What follows belongs to an exercise in optimizing a design on an open flow for small area and a short achievable clock period; a production flow would make more cautious choices.
Function was not checked in any run shown here: the RTL went through the layout flow alone.
Power is estimated from default activity; no workload was simulated.

[flow/run.sh]
#!/bin/bash
# synth_recipe.tcl (not shown) runs the flow's synth.tcl, then flattens the netlist and writes it again
# the make line also repeats each setting of config.mk as NAME=value (left out here)
make -C /OpenROAD-flow-scripts/flow DESIGN_CONFIG=/design/flow/config.mk WORK_HOME=/design/flow/orfs CLKGATE_MAP_FILE= SYNTH_SCRIPT=/design/flow/synth_recipe.tcl finish
[flow/config.mk]
export PLATFORM = sky130hd
export DESIGN_NAME = register_rename_unit
export DESIGN_NICKNAME = register_rename_unit
export VERILOG_FILES = /design/flow/design.v
export SDC_FILE = /design/flow/constraint.sdc
export NUM_CORES = 4
export LEC_CHECK = 0
export ABC_CLOCK_PERIOD_IN_PS = 2500
export CAP_MARGIN = 20
export CORE_MARGIN = 2
export CORE_UTILIZATION = 60
export SETUP_SLACK_MARGIN = 2.5
export SLEW_MARGIN = 20
[flow/constraint.sdc]
create_clock -name core_clock -period 5.5 [get_ports {clk_i}]
set_input_delay 1.1000 -clock core_clock [delete_from_list [all_inputs] [get_ports {clk_i}]]
set_output_delay 1.1000 -clock core_clock [all_outputs]
set_load 0.01 [all_outputs]
[flow/design.v]
module register_rename_unit #(
  parameter int NUM_A_REGS = 32,
  parameter int NUM_P_REGS = 64
) (
  input  logic                          clk_i,
  input  logic                          rst_i,
  input  logic                          en_free_reg0_i,
  input  logic                          en_free_reg1_i,
  input  logic [$clog2(NUM_P_REGS)-1:0] free_reg0_i,
  input  logic [$clog2(NUM_P_REGS)-1:0] free_reg1_i,
  input  logic                          en_new_dest0_i,
  input  logic                          en_new_dest1_i,
  input  logic [$clog2(NUM_A_REGS)-1:0] assign_dest0_i,
  input  logic [$clog2(NUM_A_REGS)-1:0] assign_dest1_i,
  input  logic [$clog2(NUM_A_REGS)-1:0] get_src10_i,
  input  logic [$clog2(NUM_A_REGS)-1:0] get_src11_i,
  input  logic [$clog2(NUM_A_REGS)-1:0] get_src20_i,
  input  logic [$clog2(NUM_A_REGS)-1:0] get_src21_i,
  output logic [$clog2(NUM_P_REGS)-1:0] old_dest0_o,
  output logic [$clog2(NUM_P_REGS)-1:0] old_dest1_o,
  output logic [$clog2(NUM_P_REGS)-1:0] p_dest0_o,
  output logic [$clog2(NUM_P_REGS)-1:0] p_dest1_o,
  output logic [$clog2(NUM_P_REGS)-1:0] p_src10_o,
  output logic [$clog2(NUM_P_REGS)-1:0] p_src11_o,
  output logic [$clog2(NUM_P_REGS)-1:0] p_src20_o,
  output logic [$clog2(NUM_P_REGS)-1:0] p_src21_o,
  output logic                          no_pregs_left_o
);
  localparam int AW = 5;
  localparam int PW = 6;
  logic [PW-1:0]       rat_q [1:31];
  logic [15:0][PW-1:0] ev_q;      
  logic [15:0][PW-1:0] od_q;      
  logic       hp_q, tp_q;
  logic [3:0] ho_q, he_q, to_q, te_q;
  logic       first_q;            
  logic [5:0] count_q;            
  logic       ge1_q, ge2_q;       
  logic [PW-1:0] old_dest0_q, old_dest1_q, p_dest0_q, p_dest1_q;
  logic [PW-1:0] p_src10_q, p_src11_q, p_src20_q, p_src21_q;
  function automatic logic [PW-1:0] rat_rd(input logic [AW-1:0] a);
    logic [31:1] sel;
    for (int i = 1; i < 32; i++) sel[i] = (a == AW'(i));
    rat_rd = '0;
    for (int i = 1; i < 32; i++) rat_rd = rat_rd | ({PW{sel[i]}} & rat_q[i]);
  endfunction
  function automatic logic [PW-1:0] fl_rd(input logic [15:0][PW-1:0] b,
                                          input logic [3:0] a);
    fl_rd = '0;
    for (int i = 0; i < 16; i++) fl_rd = fl_rd | ({PW{a == 4'(i)}} & b[i]);
  endfunction
  logic need0, need1, stall, alloc0, alloc1;
  logic [PW-1:0] ev_r, od_r, new0, nxt, new1;
  always_comb begin
    need0  = en_new_dest0_i && (assign_dest0_i != '0);
    need1  = en_new_dest1_i && (assign_dest1_i != '0);
    stall  = (need0 && need1) ? !ge2_q : ((need0 || need1) && !ge1_q);
    alloc0 = need0 && !stall;
    alloc1 = need1 && !stall;
    ev_r  = (first_q && !(hp_q && ho_q == 4'd15)) ? {1'b1, he_q, 1'b0}
                                                   : fl_rd(ev_q, he_q);
    od_r  = first_q ? {1'b1, ho_q, 1'b1} : fl_rd(od_q, ho_q);
    new0  = hp_q ? od_r : ev_r;
    nxt   = hp_q ? ev_r : od_r;
    new1  = need0 ? nxt : new0;
  end
  logic fwd11, fwd21, same01;
  logic [PW-1:0] old_dest0_d, old_dest1_d, p_dest0_d, p_dest1_d;
  logic [PW-1:0] p_src10_d, p_src11_d, p_src20_d, p_src21_d;
  always_comb begin
    fwd11  = alloc0 && (get_src11_i == assign_dest0_i);
    fwd21  = alloc0 && (get_src21_i == assign_dest0_i);
    same01 = need0 && (assign_dest1_i == assign_dest0_i);
    p_src10_d   = rat_rd(get_src10_i);
    p_src20_d   = rat_rd(get_src20_i);
    p_src11_d   = fwd11 ? new0 : rat_rd(get_src11_i);
    p_src21_d   = fwd21 ? new0 : rat_rd(get_src21_i);
    p_dest0_d   = alloc0 ? new0 : '0;
    p_dest1_d   = alloc1 ? new1 : '0;
    old_dest0_d = alloc0 ? rat_rd(assign_dest0_i) : '0;
    old_dest1_d = alloc1 ? (same01 ? new0 : rat_rd(assign_dest1_i)) : '0;
  end
  logic acc0, acc1, wa_v, wb_v;
  logic [PW-1:0] wa_d, ev_wd, od_wd;
  logic ev_we, od_we;
  always_comb begin
    acc0  = en_free_reg0_i && (free_reg0_i != '0);
    acc1  = en_free_reg1_i && (free_reg1_i != '0);
    wa_v  = acc0 || acc1;
    wb_v  = acc0 && acc1;
    wa_d  = acc0 ? free_reg0_i : free_reg1_i;
    ev_wd = tp_q ? free_reg1_i : wa_d;
    od_wd = tp_q ? wa_d : free_reg1_i;
    ev_we = tp_q ? wb_v : wa_v;
    od_we = tp_q ? wa_v : wb_v;
  end
  logic       hp_d, tp_d;
  logic [3:0] ho_d, he_d, to_d, te_d;
  logic       h_wrap;
  logic [5:0] count_d;
  logic       ge1_d, ge2_d;
  logic [4:1] cge;
  logic [2:0] thr1, thr2;
  always_comb begin
    hp_d = hp_q; ho_d = ho_q; he_d = he_q;
    if (alloc0 && alloc1) begin
      ho_d = ho_q + 4'd1;
      he_d = he_q + 4'd1;
    end else if (alloc0 || alloc1) begin
      hp_d = !hp_q;
      if (hp_q) ho_d = ho_q + 4'd1;
      else      he_d = he_q + 4'd1;
    end
    h_wrap = (hp_q && ho_q == 4'd15 && (alloc0 || alloc1))
          || (!hp_q && ho_q == 4'd15 && alloc0 && alloc1);
    tp_d = tp_q; to_d = to_q; te_d = te_q;
    if (acc0 && acc1) begin
      to_d = to_q + 4'd1;
      te_d = te_q + 4'd1;
    end else if (acc0 || acc1) begin
      tp_d = !tp_q;
      if (tp_q) to_d = to_q + 4'd1;
      else      te_d = te_q + 4'd1;
    end
    count_d = count_q - 6'(alloc0) - 6'(alloc1) + 6'(acc0) + 6'(acc1);
    for (int k = 1; k <= 4; k++) cge[k] = count_q >= 6'(k);
    thr1 = 3'd1 + 3'(alloc0) + 3'(alloc1) - 3'(acc0) - 3'(acc1);
    thr2 = 3'd2 + 3'(alloc0) + 3'(alloc1) - 3'(acc0) - 3'(acc1);
    case (thr1)
      3'd1: ge1_d = cge[1];
      3'd2: ge1_d = cge[2];
      3'd3: ge1_d = cge[3];
      default: ge1_d = 1'b1;    
    endcase
    case (thr2)
      3'd1: ge2_d = cge[1];
      3'd2: ge2_d = cge[2];
      3'd3: ge2_d = cge[3];
      3'd4: ge2_d = cge[4];
      default: ge2_d = 1'b1;    
    endcase
  end
  always_ff @(posedge clk_i or posedge rst_i) begin
    if (rst_i) begin
      for (int i = 1; i < 32; i++) rat_q[i] <= PW'(i);
    end else begin
      for (int i = 1; i < 32; i++) begin
        if (alloc1 && assign_dest1_i == AW'(i)) rat_q[i] <= new1;
        else if (alloc0 && assign_dest0_i == AW'(i)) rat_q[i] <= new0;
      end
    end
  end
  always_ff @(posedge clk_i) begin
    for (int i = 0; i < 16; i++) begin
      if (ev_we && te_q == 4'(i)) ev_q[i] <= ev_wd;
      if (od_we && to_q == 4'(i)) od_q[i] <= od_wd;
    end
  end
  always_ff @(posedge clk_i or posedge rst_i) begin
    if (rst_i) begin
      hp_q    <= 1'b0;
      ho_q    <= '0;
      he_q    <= '0;
      tp_q    <= 1'b0;
      to_q    <= '0;
      te_q    <= '0;
      first_q <= 1'b1;
      count_q <= 6'd32;
      ge1_q   <= 1'b1;
      ge2_q   <= 1'b1;
    end else begin
      hp_q    <= hp_d;
      ho_q    <= ho_d;
      he_q    <= he_d;
      tp_q    <= tp_d;
      to_q    <= to_d;
      te_q    <= te_d;
      if (h_wrap) first_q <= 1'b0;
      count_q <= count_d;
      ge1_q   <= ge1_d;
      ge2_q   <= ge2_d;
    end
  end
  always_ff @(posedge clk_i or posedge rst_i) begin
    if (rst_i) begin
      old_dest0_q <= '0;
      old_dest1_q <= '0;
      p_dest0_q   <= '0;
      p_dest1_q   <= '0;
      p_src10_q   <= '0;
      p_src11_q   <= '0;
      p_src20_q   <= '0;
      p_src21_q   <= '0;
    end else begin
      old_dest0_q <= old_dest0_d;
      old_dest1_q <= old_dest1_d;
      p_dest0_q   <= p_dest0_d;
      p_dest1_q   <= p_dest1_d;
      p_src10_q   <= p_src10_d;
      p_src11_q   <= p_src11_d;
      p_src20_q   <= p_src20_d;
      p_src21_q   <= p_src21_d;
    end
  end
  assign old_dest0_o     = old_dest0_q;
  assign old_dest1_o     = old_dest1_q;
  assign p_dest0_o       = p_dest0_q;
  assign p_dest1_o       = p_dest1_q;
  assign p_src10_o       = p_src10_q;
  assign p_src11_o       = p_src11_q;
  assign p_src20_o       = p_src20_q;
  assign p_src21_o       = p_src21_q;
  assign no_pregs_left_o = !ge1_q;
endmodule
==> results.ini, run 1 <==
[run_status]
outcome=did not finish
tool.error=[ERROR GRT-0116] Global routing finished with congestion. Check the congestion regions in the DRC Viewer.
haltStage=5_1_grt

[logic_synthesis]
ys_seq_elements=453
synth_top_area_frac=0.210
yosysWarnings=2
synthesis.area_um2=27500
syn_inst=2776
ys_seq_area_frac=0.451
synth_top_area_cell=edfxtp_1
synth.avg_cell_area_um2=9.90
yosys-top-cells-area=edfxtp_1, dfrtp_1, a22oi_1
synth_edf_count=192
synth_ff_type=edfxtp_1
synthArstFlopShare=0.576
synth_cell_types=76
syn-num-nets=2865

[global_route]
grt_overflow=96
grt_max_degree=122
grt_pass1_vias=33900
grt_pass1_wl_um=270000
grt_usage=0.802

[place]
hpwl_um=99900
dpl_cell_area_um2=29300
place_inst=3382
routabilityCongestion=1.35
port_buffers=96
post-place-ws_ns=0.609

[floorplan]
die_x_um=218
rows=78
die_y_um=218
start_util=0.607
io_pins=97

[clock_tree]
root_buffer=clkbuf_16
cts_buffers=47
h-tree-depth=2
clock-sinks=453
cts_hold_buf=0
clk_path_buf_depth=3

[synthesized netlist by cell type, drive strengths merged, types with 36 or more instances]
cell type	number
a22o	73
o21ai	129
nand3	55
dfstp	84
a22oi	438
a21oi	74
inv	40
ha	36
dfrtp	177
nor3	95
nand2	243
a221oi	77
buf	61
a222oi	41
nand4	64
o22ai	99
edfxtp	192
nor2	330
mux2i	128
clkbuf	79
[worst max-delay path by stage]
stage                           start              endpoint  cells past startpoint
floorplan                       rst_i  count_q[0]$_DFF_PP0_                      1
global placement    assign_dest0_i[3]  count_q[5]$_DFF_PP1_                     17
detailed placement  assign_dest0_i[3]  count_q[5]$_DFF_PP1_                     17
CTS                 assign_dest0_i[4]  count_q[5]$_DFF_PP1_                     15
[cells by family after synthesis]
logic type	share of synthesized area
AND/OR/NAND/NOR	0.167
adder cells (fa/ha/maj)	0.0200
XOR/XNOR	0.0108
buffers and inverters	0.0294
flip-flops	0.451
AO/OA/AOI/OAI	0.262
multiplexers	0.0585
[layer usage]
| metal | global-route usage | GRT overflow |
|---|---|---|
| met1 | 0.821 | 4 |
| met2 | 0.925 | 52 |
| met3 | 0.693 | 8 |
| met4 | 0.739 | 32 |
| met5 | 0.492 | 0 |
[power by group through the flow]
stage	combinational, mW	sequential (mW)	clock, mW
after global placement	6.23	9.01	0
after floorplan	3.98	6.09	0
after CTS	7.37	9.01	3.38
after detailed placement	6.43	9.01	0
[repair_timing]
action | CTS
setup buffers | 58
endpoints found under the setup margin | 558
pin swaps | 42
hold endpoints to repair | 0
gates cloned | 3
resized for setup | 198
==> run 2, diff against run 1 <==
==> flow/config.mk (replaced) <==
export PLATFORM = sky130hd
export DESIGN_NAME = register_rename_unit
export DESIGN_NICKNAME = register_rename_unit
export VERILOG_FILES = /design/flow/design.v
export SDC_FILE = /design/flow/constraint.sdc
export NUM_CORES = 4
export LEC_CHECK = 0
export CAP_MARGIN = 20
export CORE_MARGIN = 2
export CORE_UTILIZATION = 40
export SETUP_SLACK_MARGIN = 3.0
export SLEW_MARGIN = 20
==> results.ini, run 2 <==
[run_status]
outcome=did not finish
haltStage=5_1_grt
tool.error=[ERROR GRT-0116] Global routing finished with congestion. Check the congestion regions in the DRC Viewer.

[global_route]
grt_overflow=2
grt_pass1_vias=36800
grt_pass1_wl_um=343000
grt_usage=0.718
grt_max_degree=125

[floorplan]
die_y_um=266
rows=96
start_util=0.402
io_pins=97
die_x_um=266

[logic_synthesis]
synth_ff_type=edfxtp_1
synth_top_area_frac=0.210
ys_seq_elements=453
yosys-top-cells-area=edfxtp_1, dfrtp_1, a22oi_1
synth.avg_cell_area_um2=9.90
syn_inst=2776
syn-num-nets=2865
synth_edf_count=192
yosysWarnings=2
synth_top_area_cell=edfxtp_1
ys_seq_area_frac=0.451
synthesis.area_um2=27500
synth.top_cells.by_count=a22oi_1, nor2_1, nand2_1
synth_most_common_cell=a22oi_1
synthArstFlopShare=0.576
synth_cell_types=76

[clock_tree]
root_buffer=clkbuf_16
cts_hold_buf=0
clock-sinks=453
h-tree-depth=2
clk_path_buf_depth=3
cts_buffers=51

[place]
post-place-ws_ns=0.596
routabilityCongestion=1.21
port_buffers=96
hpwl_um=138000
dpl_cell_area_um2=30800

-- run 2: cell counts after synthesis --
Identical to the previous run, type by type.
-- run 2: power by group through the flow --
| stage | logic [mW] | registers (mW) | clock network, mW |
|---|---|---|---|
| floorplan | 4.26 | 6.09 | 0 |
| detailed placement | 7.89 | 9.79 | 0 |
| global placement | 7.67 | 9.80 | 0 |
| CTS | 12.0 | 9.82 | 3.70 |
-- run 2: timing repair --
item | 4_1_cts
setup endpoints to repair | 694
cloned | 34
pin swaps | 202
resized for setup | 759
buffers inserted | 205
-- run 2: how the worst max path moves through the flow --
stage	endpoint
3_5_place_dp	ge2_q$_DFF_PP1_
2_1_floorplan	count_q[0]$_DFF_PP0_
3_3_place_gp	ge2_q$_DFF_PP1_
4_1_cts	count_q[5]$_DFF_PP1_
-- run 2: cells by family after synthesis --
group           share of synthesized area
compound gates                      0.262
simple gates                        0.167
flops                               0.451
buf+inv                            0.0294
mux                                0.0585
fa+ha+maj                          0.0200
xor+xnor                           0.0108
-- run 2: routing by layer --
| layer | track usage | overflow |
|---|---|---|
| met1 | 0.750 | 0 |
| met2 | 0.861 | 2 |
| met3 | 0.571 | 0 |
| met4 | 0.650 | 0 |
| met5 | 0.344 | 0 |
-- run 2: through the flow --
stage | utilization | instances
2_1_floorplan | - | 2776
3_3_place_gp | 0.451 | 3738
3_5_place_dp | 0.451 | 3738
4_1_cts | 0.548 | 4073
==> run 3, diff against run 2 <==
--- a/flow/design.v
+++ b/flow/design.v
@@ -33,6 +33,7 @@
   logic [15:0][PW-1:0] od_q;      
   logic       hp_q, tp_q;
   logic [3:0] ho_q, he_q, to_q, te_q;
+  logic [PW-1:0] hd0_q, hd1_q;    
   logic       first_q;            
   logic [5:0] count_q;            
   logic       ge1_q, ge2_q;       
@@ -49,19 +50,37 @@
     fl_rd = '0;
     for (int i = 0; i < 16; i++) fl_rd = fl_rd | ({PW{a == 4'(i)}} & b[i]);
   endfunction
-  logic need0, need1, stall, alloc0, alloc1;
-  logic [PW-1:0] ev_r, od_r, new0, nxt, new1;
+  logic need0, need1, ok0, ok1, alloc0, alloc1;
+  logic [3:0] hi0, hi1;           
+  logic [7:0] lo0, lo1;           
+  logic [31:1] we0, we1;          
+  logic [PW-1:0] ev_r, od_r, new0, nxt, new1, at2, at3;
   always_comb begin
     need0  = en_new_dest0_i && (assign_dest0_i != '0);
     need1  = en_new_dest1_i && (assign_dest1_i != '0);
-    stall  = (need0 && need1) ? !ge2_q : ((need0 || need1) && !ge1_q);
-    alloc0 = need0 && !stall;
-    alloc1 = need1 && !stall;
-    ev_r  = (first_q && !(hp_q && ho_q == 4'd15)) ? {1'b1, he_q, 1'b0}
-                                                   : fl_rd(ev_q, he_q);
-    od_r  = first_q ? {1'b1, ho_q, 1'b1} : fl_rd(od_q, ho_q);
-    new0  = hp_q ? od_r : ev_r;
-    nxt   = hp_q ? ev_r : od_r;
+    ok0    = ge2_q || (ge1_q && !need1);
+    ok1    = ge2_q || (ge1_q && !need0);
+    alloc0 = need0 && ok0;
+    alloc1 = need1 && ok1;
+    for (int j = 0; j < 4; j++) begin
+      hi0[j] = en_new_dest0_i && ok0 && assign_dest0_i[4:3] == 2'(j);
+      hi1[j] = en_new_dest1_i && ok1 && assign_dest1_i[4:3] == 2'(j);
+    end
+    for (int k = 0; k < 8; k++) begin
+      lo0[k] = assign_dest0_i[2:0] == 3'(k);
+      lo1[k] = assign_dest1_i[2:0] == 3'(k);
+    end
+    for (int i = 1; i < 32; i++) begin
+      we1[i] = hi1[i/8] && lo1[i%8];
+      we0[i] = hi0[i/8] && lo0[i%8] && !we1[i];
+    end
+    ev_r  = (first_q && he_q != 4'd0 && !(hp_q && ho_q == 4'd0))
+          ? {1'b1, he_q, 1'b0} : fl_rd(ev_q, he_q);
+    od_r  = (first_q && ho_q != 4'd0) ? {1'b1, ho_q, 1'b1} : fl_rd(od_q, ho_q);
+    at2   = hp_q ? od_r : ev_r;
+    at3   = hp_q ? ev_r : od_r;
+    new0  = hd0_q;
+    nxt   = hd1_q;
     new1  = need0 ? nxt : new0;
   end
   logic fwd11, fwd21, same01;
@@ -100,7 +119,9 @@
   logic [5:0] count_d;
   logic       ge1_d, ge2_d;
   logic [4:1] cge;
-  logic [2:0] thr1, thr2;
+  logic       pp0, pp1, pp2, uu0, uu1, uu2;    
+  logic       left0, left1;       
+  logic [PW-1:0] hd0_d, hd1_d;
   always_comb begin
     hp_d = hp_q; ho_d = ho_q; he_d = he_q;
     if (alloc0 && alloc1) begin
@@ -111,8 +132,8 @@
       if (hp_q) ho_d = ho_q + 4'd1;
       else      he_d = he_q + 4'd1;
     end
-    h_wrap = (hp_q && ho_q == 4'd15 && (alloc0 || alloc1))
-          || (!hp_q && ho_q == 4'd15 && alloc0 && alloc1);
+    h_wrap = (hp_q && ho_q == 4'd0 && (alloc0 || alloc1))
+          || (!hp_q && ho_q == 4'd0 && alloc0 && alloc1);
     tp_d = tp_q; to_d = to_q; te_d = te_q;
     if (acc0 && acc1) begin
       to_d = to_q + 4'd1;
@@ -122,31 +143,42 @@
       if (tp_q) to_d = to_q + 4'd1;
       else      te_d = te_q + 4'd1;
     end
-    count_d = count_q - 6'(alloc0) - 6'(alloc1) + 6'(acc0) + 6'(acc1);
     for (int k = 1; k <= 4; k++) cge[k] = count_q >= 6'(k);
-    thr1 = 3'd1 + 3'(alloc0) + 3'(alloc1) - 3'(acc0) - 3'(acc1);
-    thr2 = 3'd2 + 3'(alloc0) + 3'(alloc1) - 3'(acc0) - 3'(acc1);
-    case (thr1)
-      3'd1: ge1_d = cge[1];
-      3'd2: ge1_d = cge[2];
-      3'd3: ge1_d = cge[3];
-      default: ge1_d = 1'b1;    
-    endcase
-    case (thr2)
-      3'd1: ge2_d = cge[1];
-      3'd2: ge2_d = cge[2];
-      3'd3: ge2_d = cge[3];
-      3'd4: ge2_d = cge[4];
-      default: ge2_d = 1'b1;    
-    endcase
+    pp2 = alloc0 && alloc1;
+    pp1 = alloc0 != alloc1;
+    pp0 = !(alloc0 || alloc1);
+    uu2 = acc0 && acc1;
+    uu1 = acc0 != acc1;
+    uu0 = !(acc0 || acc1);
+    ge1_d = (pp0 && (uu0 ? cge[1] : 1'b1))
+         || (pp1 && (uu0 ? cge[2] : uu1 ? cge[1] : 1'b1))
+         || (pp2 && (uu0 ? cge[3] : uu1 ? cge[2] : cge[1]));
+    ge2_d = (pp0 && (uu0 ? cge[2] : uu1 ? cge[1] : 1'b1))
+         || (pp1 && (uu0 ? cge[3] : uu1 ? cge[2] : cge[1]))
+         || (pp2 && (uu0 ? cge[4] : uu1 ? cge[3] : cge[2]));
+    if (pp2)      count_d = uu0 ? count_q - 6'd2 : uu1 ? count_q - 6'd1 : count_q;
+    else if (pp1) count_d = uu0 ? count_q - 6'd1 : uu1 ? count_q : count_q + 6'd1;
+    else          count_d = uu0 ? count_q : uu1 ? count_q + 6'd1 : count_q + 6'd2;
+    left0 = pp2 ? (cge[2] && !cge[3]) : pp1 ? (cge[1] && !cge[2]) : !cge[1];
+    left1 = pp2 ? (cge[3] && !cge[4]) : pp1 ? (cge[2] && !cge[3])
+                                            : (cge[1] && !cge[2]);
+    if (left0)    hd0_d = wa_d;
+    else if (pp2) hd0_d = at2;
+    else if (pp1) hd0_d = hd1_q;
+    else          hd0_d = hd0_q;
+    if (left0)    hd1_d = free_reg1_i;
+    else if (left1) hd1_d = wa_d;
+    else if (pp2) hd1_d = at3;
+    else if (pp1) hd1_d = at2;
+    else          hd1_d = hd1_q;
   end
   always_ff @(posedge clk_i or posedge rst_i) begin
     if (rst_i) begin
       for (int i = 1; i < 32; i++) rat_q[i] <= PW'(i);
     end else begin
       for (int i = 1; i < 32; i++) begin
-        if (alloc1 && assign_dest1_i == AW'(i)) rat_q[i] <= new1;
-        else if (alloc0 && assign_dest0_i == AW'(i)) rat_q[i] <= new0;
+        if (we1[i]) rat_q[i] <= new1;
+        else if (we0[i]) rat_q[i] <= new0;
       end
     end
   end
@@ -159,8 +191,10 @@
   always_ff @(posedge clk_i or posedge rst_i) begin
     if (rst_i) begin
       hp_q    <= 1'b0;
-      ho_q    <= '0;
-      he_q    <= '0;
+      ho_q    <= 4'd1;
+      he_q    <= 4'd1;
+      hd0_q   <= PW'(32);
+      hd1_q   <= PW'(33);
       tp_q    <= 1'b0;
       to_q    <= '0;
       te_q    <= '0;
@@ -170,6 +204,8 @@
       ge2_q   <= 1'b1;
     end else begin
       hp_q    <= hp_d;
+      hd0_q   <= hd0_d;
+      hd1_q   <= hd1_d;
       ho_q    <= ho_d;
       he_q    <= he_d;
       tp_q    <= tp_d;
--- a/flow/config.mk
+++ b/flow/config.mk
@@ -7,6 +7,5 @@
 export LEC_CHECK = 0
 export CAP_MARGIN = 20
 export CORE_MARGIN = 2
-export CORE_UTILIZATION = 40
-export SETUP_SLACK_MARGIN = 3.0
+export CORE_UTILIZATION = 35
 export SLEW_MARGIN = 20
==> results.ini, run 3 <==
[run_status]
outcome=finished clean

[min_path]
hold_end=ho_q[3]$_DFFE_PP0P_
hold_path_depth=2
hold_class=reg -> reg
hp-start=ho_q[0]$_DFFE_PP1P_

[pwr]
sw_frac_of_total=0.559
switchingPower_mw=12.7
vdd_drop_max_v=0.000347
p_clk_frac=0.162
p_seq_frac=0.445
power_density_nw_per_um2=612
pwr-share-comb=0.393
internal_power_mw=10.0
p_leak_nw=12.8

[clock_tree]
cts_buffers=53
cts_setup_buffers=0
clk_latency_ns=0.68
root_buffer=clkbuf_16
path_clk_slew_ns=0.06
h-tree-depth=2
cts-resized-gates=0
cts_tree=yes
cts_hold_buf=0
clock-sinks=465
clk_path_buf_depth=3

[critical_path]
path_cells=clkdlybuf4s50_1, or3_1, o21ai_2, a21oi_1, nor2b_1, o21ai_1, buf_4, inv_1, ha_1, buf_4, o21ai_0, o211ai_1, o221ai_1, o31ai_1
worstRegToRegCells=9
critPathBufInv=4
critPathMaxFanout=23
r2r-end=hd0_q[2]$_DFFE_PP0P_
path_class=in -> reg
reg2reg_from=he_q[1]$_DFFE_PP0P_
slowest_stage=or3_1
rrSetupSlack_ns=1.88
critPathMostFrequentCell=buf_4
required_ns=6.06
path_delay_family=compound AO/OA/AOI/OAI gates
startpoint_type=primary input
arrival_ns=5.07
endpoint_kind=flip-flop
max_stage_delay_ns=0.52

[floorplan]
core_area_um2=91500
start_util=0.353
die_y_um=308
die_area_um2=94600
die_x_um=308
rows=111
io_pins=97

[logic_synthesis]
synth_ff_type=edfxtp_1
synth_most_common_cell=mux2i_1
synthArstFlopShare=0.587
synth.top_cells.by_count=mux2i_1, nand2_1, nor2_1
synth_cell_types=86
yosys-top-cells-area=edfxtp_1, dfrtp_1, mux2i_1
syn_inst=3492
syn-num-nets=3570
synthesis.area_um2=32300
yosysWarnings=2
ys_seq_area_frac=0.394
synth_top_area_cell=edfxtp_1
synth_top_area_frac=0.179
synth.avg_cell_area_um2=9.24
synth_edf_count=192
ys_seq_elements=465

[route]
finalWirelength_um=220000
drc_errors=0
wl_per_cell_um=45.5
drt-vias-per-instance=7.24
ant_nets=0
drt-initial-drc-count=5827
drtPass1Iterations=9
num_vias=35100

[sta]
setup_viol=0
setup_slack_ns=0.990
period_minus_slack_ns=4.51
grt_setup_unrepaired=false
clock.fmax_mhz=222
slew_viol_final=0
setup_tns_ns=0
hold_violations=0
skew_ns=0.0420
relSlewSlack=0.120
max_slew.worst_pin.slew_ns=1.32
period_share=0.820

[global_route]
grt_pass1_wl_um=294000
antenna_found_initial=47
grt_pass1_vias=32100
grt_overflow=0
grt_usage=0.458
grt_max_degree=120

[cells_and_area]
largest_register_ffs=186
top_register=rat_q
largest_registers=rat_q x186, ev_q x96, od_q x96
area_growth_pct=15.1
nets=3647
fill_cells=9031
final_cell_mix=mux2i_1, nand2_1, nor2_1
drive_gt1_frac=0.152
final_common_cell=mux2i_1

[place]
port_buffers=96
hpwl_um=147000
routabilityCongestion=1.12
post-place-ws_ns=0.485

[run]
drv_cap=0

==> run 3: cell count changes after synthesis, moves of 61 or more <==
cell / delta
nand2_1: +87
a32oi_1: +61
nand3_1: +64
nor2_1: -100
o21ai_0: +77
clkbuf_1: +120
mux2i_1: +225
a22oi_1: -248
o22ai_1: -69
==> run 3: worst min-delay path, delay by kind of cell (launching register included) <==
kind / cells / cell delay [ns]
XOR/XNOR: 1 / 0.06
flip-flops: 1 / 0.40
AND/OR/NAND/NOR: 1 / 0.09
==> run 3: power by group through the flow <==
stage                     Clock [mW]  Sequential (mW)  Combinational (mW)
after detailed placement           0             9.42                8.42
after floorplan                    0             6.15                4.50
final                           3.68             10.1                8.93
after global placement             0             9.44                8.45
after global routing            3.85             9.50                9.19
after CTS                       3.70             9.36                8.45
==> run 3: cell families (layout without fill, tap and decap cells) <==
kind of cell    Yosys count  in the layout  share of synthesized area
fa+ha+maj                30             30                     0.0116
compound gates         1031           1031                      0.221
xor+xnor                 35             35                    0.00950
flops                   465            465                      0.394
other cells               0             46                          0
buf+inv                 339            457                     0.0420
simple gates           1160           1160                      0.184
mux                     432            432                      0.138
==> run 3: area by class of cell <==
cell class / instances / area [um2] / area share
flip-flops and latches: 465 / 12700 / 0.342
multi-input cells: 2688 / 18200 / 0.491
clock inverters: 27 / 340 / 0.00917
inverters: 46 / 176 / 0.00475
diodes: 46 / 115 / 0.00310
clock buffers: 69 / 1430 / 0.0384
repair buffers: 315 / 2630 / 0.0708
well taps: 1186 / 1480 / 0.0400
==> run 3: per-stage QoR <==
step                power (mW)  cells  hold WS [ns]  utilization  instance area, um2
global placement          17.9   4698         0.547        0.384               35200
floorplan                 10.7   3492         0.499            -               32300
detailed placement        17.8   4698         0.573        0.384               35200
CTS                       21.5   4794         0.581        0.404               37000
finish                    22.7   4842         0.582        0.406               37100
global route              22.5   4802         0.621        0.405               37000
==> run 3: worst max-delay path by stage <==
| stage | depth (start not counted) | slack (ns) | to | startpoint |
|---|---|---|---|---|
| floorplan | 1 | 0.86 | count_q[0]$_DFFE_PP0P_ | rst_i |
| global placement | 11 | 0.53 | hd1_q[2]$_DFFE_PP0P_ | assign_dest0_i[4] |
| detailed placement | 14 | 0.48 | hd1_q[2]$_DFFE_PP0P_ | assign_dest0_i[4] |
| CTS | 14 | 1.15 | hd1_q[2]$_DFFE_PP0P_ | assign_dest0_i[4] |
| global route | 16 | 0.77 | count_q[5]$_DFFE_PP1P_ | assign_dest0_i[4] |
| finish | 14 | 0.99 | hd1_q[2]$_DFFE_PP0P_ | assign_dest0_i[4] |
==> run 3: layer usage <==
| metal | vias up | wire [um] | track usage |
|---|---|---|---|
| met3 | 1042 | 28600 | 0.215 |
| li1 | 13600 | - | - |
| met5 | - | 625 | 0.0336 |
| met4 | 36 | 22500 | 0.374 |
| met1 | 17300 | 77900 | 0.527 |
| met2 | 3092 | 90500 | 0.640 |
==> run 4, diff against run 3 <==
--- a/flow/config.mk
+++ b/flow/config.mk
@@ -8,4 +8,5 @@
 export CAP_MARGIN = 20
 export CORE_MARGIN = 2
 export CORE_UTILIZATION = 35
+export SETUP_SLACK_MARGIN = 2.8
 export SLEW_MARGIN = 20
==> results.ini, run 4 <==
[sta]
slew_viol_final=0
setup_tns_ns=0
grt_setup_unrepaired=true
period_minus_slack_ns=3.09
max_slew.worst_pin.slew_ns=1.32
skew_ns=0.0558
period_share=0.561
hold_violations=0
holdWs_ns=0.599
setup_viol=0
clock.fmax_mhz=324
relSlewSlack=0.118

[cells_and_area]
final_common_cell=mux2i_1
drive_gt1_frac=0.246
largest_registers=rat_q x186, ev_q x96, od_q x96
final_cell_mix=mux2i_1, nand2_1, buf_4
top_register=rat_q
multi_input_area_um2=19900
nets=3740
seqCellArea_um2=12700
largest_register_ffs=186
area_growth_pct=25.6
fill_cells=8754
design_area_um2=40500

[critical_path]
slowest_stage=o311a_4
path_class=in -> reg
r2r-end=hd1_q[1]$_DFFE_PP0P_
path_delay_family=compound AO/OA/AOI/OAI gates
required_ns=6.06
crit_cells=14
path_cells=buf_6, or3_4, o21ai_4, a21oi_2, nor2b_2, o21ai_4, ha_4, nor4_4, o311a_4, nand2b_4, buf_4, o21ai_2, a41oi_2, a21o_1
reg2reg_from=count_q[1]$_DFFE_PP0P_
endpoint_kind=flip-flop
worstRegToRegCells=10
crit_end=hd1_q[1]$_DFFE_PP0P_
critPathBufInv=2
rrSetupSlack_ns=2.56
startpoint_type=primary input
critPathMaxFanout=6
critPathMostFrequentCell=o21ai_4
startpoint=assign_dest0_i[4]
arrival_ns=3.64
max_stage_delay_ns=0.41

[floorplan]
die_y_um=308
die_x_um=308
core_area_um2=91500
die_area_um2=94600
start_util=0.353
io_pins=97
rows=111

[logic_synthesis]
synth_most_common_cell=mux2i_1
synth_top_area_cell=edfxtp_1
synth_ff_type=edfxtp_1
yosys-top-cells-area=edfxtp_1, dfrtp_1, mux2i_1
ys_seq_area_frac=0.394
ys_seq_elements=465
synth_edf_count=192
synth_top_area_frac=0.179
syn_inst=3492
synthArstFlopShare=0.587
yosysWarnings=2
synthesis.area_um2=32300
synth.top_cells.by_count=mux2i_1, nand2_1, nor2_1
synth_cell_types=86
synth.avg_cell_area_um2=9.24
syn-num-nets=3570

[global_route]
grt_overflow=0
antenna_found_initial=56
grt_pass1_wl_um=299000
grt_max_degree=147
grt_usage=0.466
grt_pass1_vias=32900

[pwr]
internal_power_mw=10.6
pwr-share-comb=0.384
p_clk_frac=0.165
p_total_mw=24.0
sw_frac_of_total=0.558
switchingPower_mw=13.4
p_seq_frac=0.451
power_density_nw_per_um2=593
vdd_drop_max_v=0.000362
p_leak_nw=14.1

[route]
wl_per_cell_um=45.0
drtPass1Iterations=12
drt-initial-drc-count=5991
num_vias=36500
drt-vias-per-instance=7.34
ant_nets=0
finalWirelength_um=224000
drc_errors=0

[min_path]
hp-start=rat_q[18][3]$_DFFE_PP0P_
hold_class=reg -> reg

[clock_tree]
cts_buffers=56
clk_latency_ns=0.71
clock-sinks=465
clk_path_buf_depth=3
cts_hold_buf=0
root_buffer=clkbuf_16
path_clk_slew_ns=0.06
cts_tree=yes
h-tree-depth=2

[place]
port_buffers=96
dpl_cell_area_um2=35400
hpwl_um=143000
routabilityCongestion=1.11

[run_status]
outcome=finished clean

[run]
drv_cap=0

run 4: cell counts after synthesis:
No cell type changed its count.
run 4: final cells by class:
cell class | count | share of cell area
diodes | 76 | 0.00469
repair buffers | 404 | 0.0998
inverters | 46 | 0.00522
multi-input cells | 2689 | 0.492
well taps | 1186 | 0.0366
flip-flops and latches | 465 | 0.314
clock buffers | 66 | 0.0363
clock inverters | 38 | 0.0115
run 4: how the worst min path moves through the flow:
stage / end / slack, ns / cells past startpoint
floorplan: first_q$_DFFE_PP1P_ / 0.50 / 2
global placement: rat_q[6][0]$_DFFE_PP0P_ / 0.55 / 2
detailed placement: rat_q[6][0]$_DFFE_PP0P_ / 0.57 / 2
CTS: rat_q[6][0]$_DFFE_PP0P_ / 0.58 / 2
global route: rat_q[6][0]$_DFFE_PP0P_ / 0.61 / 2
finish: rat_q[18][3]$_DFFE_PP0P_ / 0.60 / 2
run 4: routing by layer:
layer | share of wire | GRT usage | up-vias | routed length [um]
li1 | - | - | 13900 | -
met1 | 0.35 | 0.531 | 17800 | 77500
met2 | 0.41 | 0.648 | 3477 | 91400
met3 | 0.14 | 0.245 | 1279 | 30400
met4 | 0.11 | 0.369 | 20 | 24200
met5 | 0.00093 | 0.0129 | - | 207
run 4: per-stage QoR:
stage          std cells  worst slack (ns)   util
5_1_grt             4898              2.30  0.441
6_report            4970              2.41  0.443
4_1_cts             4841              2.43  0.430
3_5_place_dp        4632             0.517  0.387
3_3_place_gp        4632             0.513  0.387
2_1_floorplan       3492             0.863      -
run 4: cell families (layout without fill, tap and decap cells):
logic type      count (synthesis)  in the layout  synth area share
flops                         465            465             0.394
simple gates                 1160           1160             0.184
xor+xnor                       35             35           0.00950
compound gates               1031           1032             0.221
other cells                     0             76                 0
mux                           432            432             0.138
buf+inv                       339            554            0.0420
fa+ha+maj                      30             30            0.0116
run 4: worst reg2reg max path, stage by stage (launching register included):
cell      delay [ns]
dfrtp_1         0.58
inv_1           0.38
ha_1            0.35
nor2b_1         0.37
nor4_4          0.09
o311a_4         0.41
nand2b_4        0.18
buf_4           0.14
o21ai_2         0.12
a41oi_2         0.05
a21o_1          0.17
run 4: timing repair:
item	in CTS	in global routing
setup endpoints to repair	663	358
gates resized for setup	357	130
pin swaps	71	64
gates cloned	6	0
setup buffers	99	53
run 4: power by group through the flow:
stage	Combinational, mW	Clock, mW	Sequential (mW)
CTS	8.63	4.01	9.88
global placement	8.09	0	9.98
floorplan	4.97	0	6.15
detailed placement	8.09	0	9.95
finish	9.22	3.97	10.9
global route	9.55	4.14	10.2

## re-timing with driven ports
In the flow no input, the clock included, has a driving cell. The finished layouts below were timed again as built, in two steps.
Step 1, drivers: a clkbuf_16 drives clk_i and a buf_2 each remaining input, both assumed.
Step 2 moves the port delays by t, midway between the first and last clock arrival at a register: inputs arrive t later, outputs are due t later. That takes back most of the time a late clock gives input paths.
Three values: ideal ports, drivers, drivers and shift; two values: the first two.
run | t (ns) | slack for setup (ns) | worst data-port slew with drivers (ns)
run 3 | 0.731 | 0.990 / 1.029 / 0.298 | 0.12
run 4 | 0.756 | 2.412 / 2.357 / 1.601 | 0.20
After both steps every run listed still meets setup and hold. The setup slack of run 4, which loses most, moves by -0.055 ns with the drivers and by -0.811 ns with both steps.
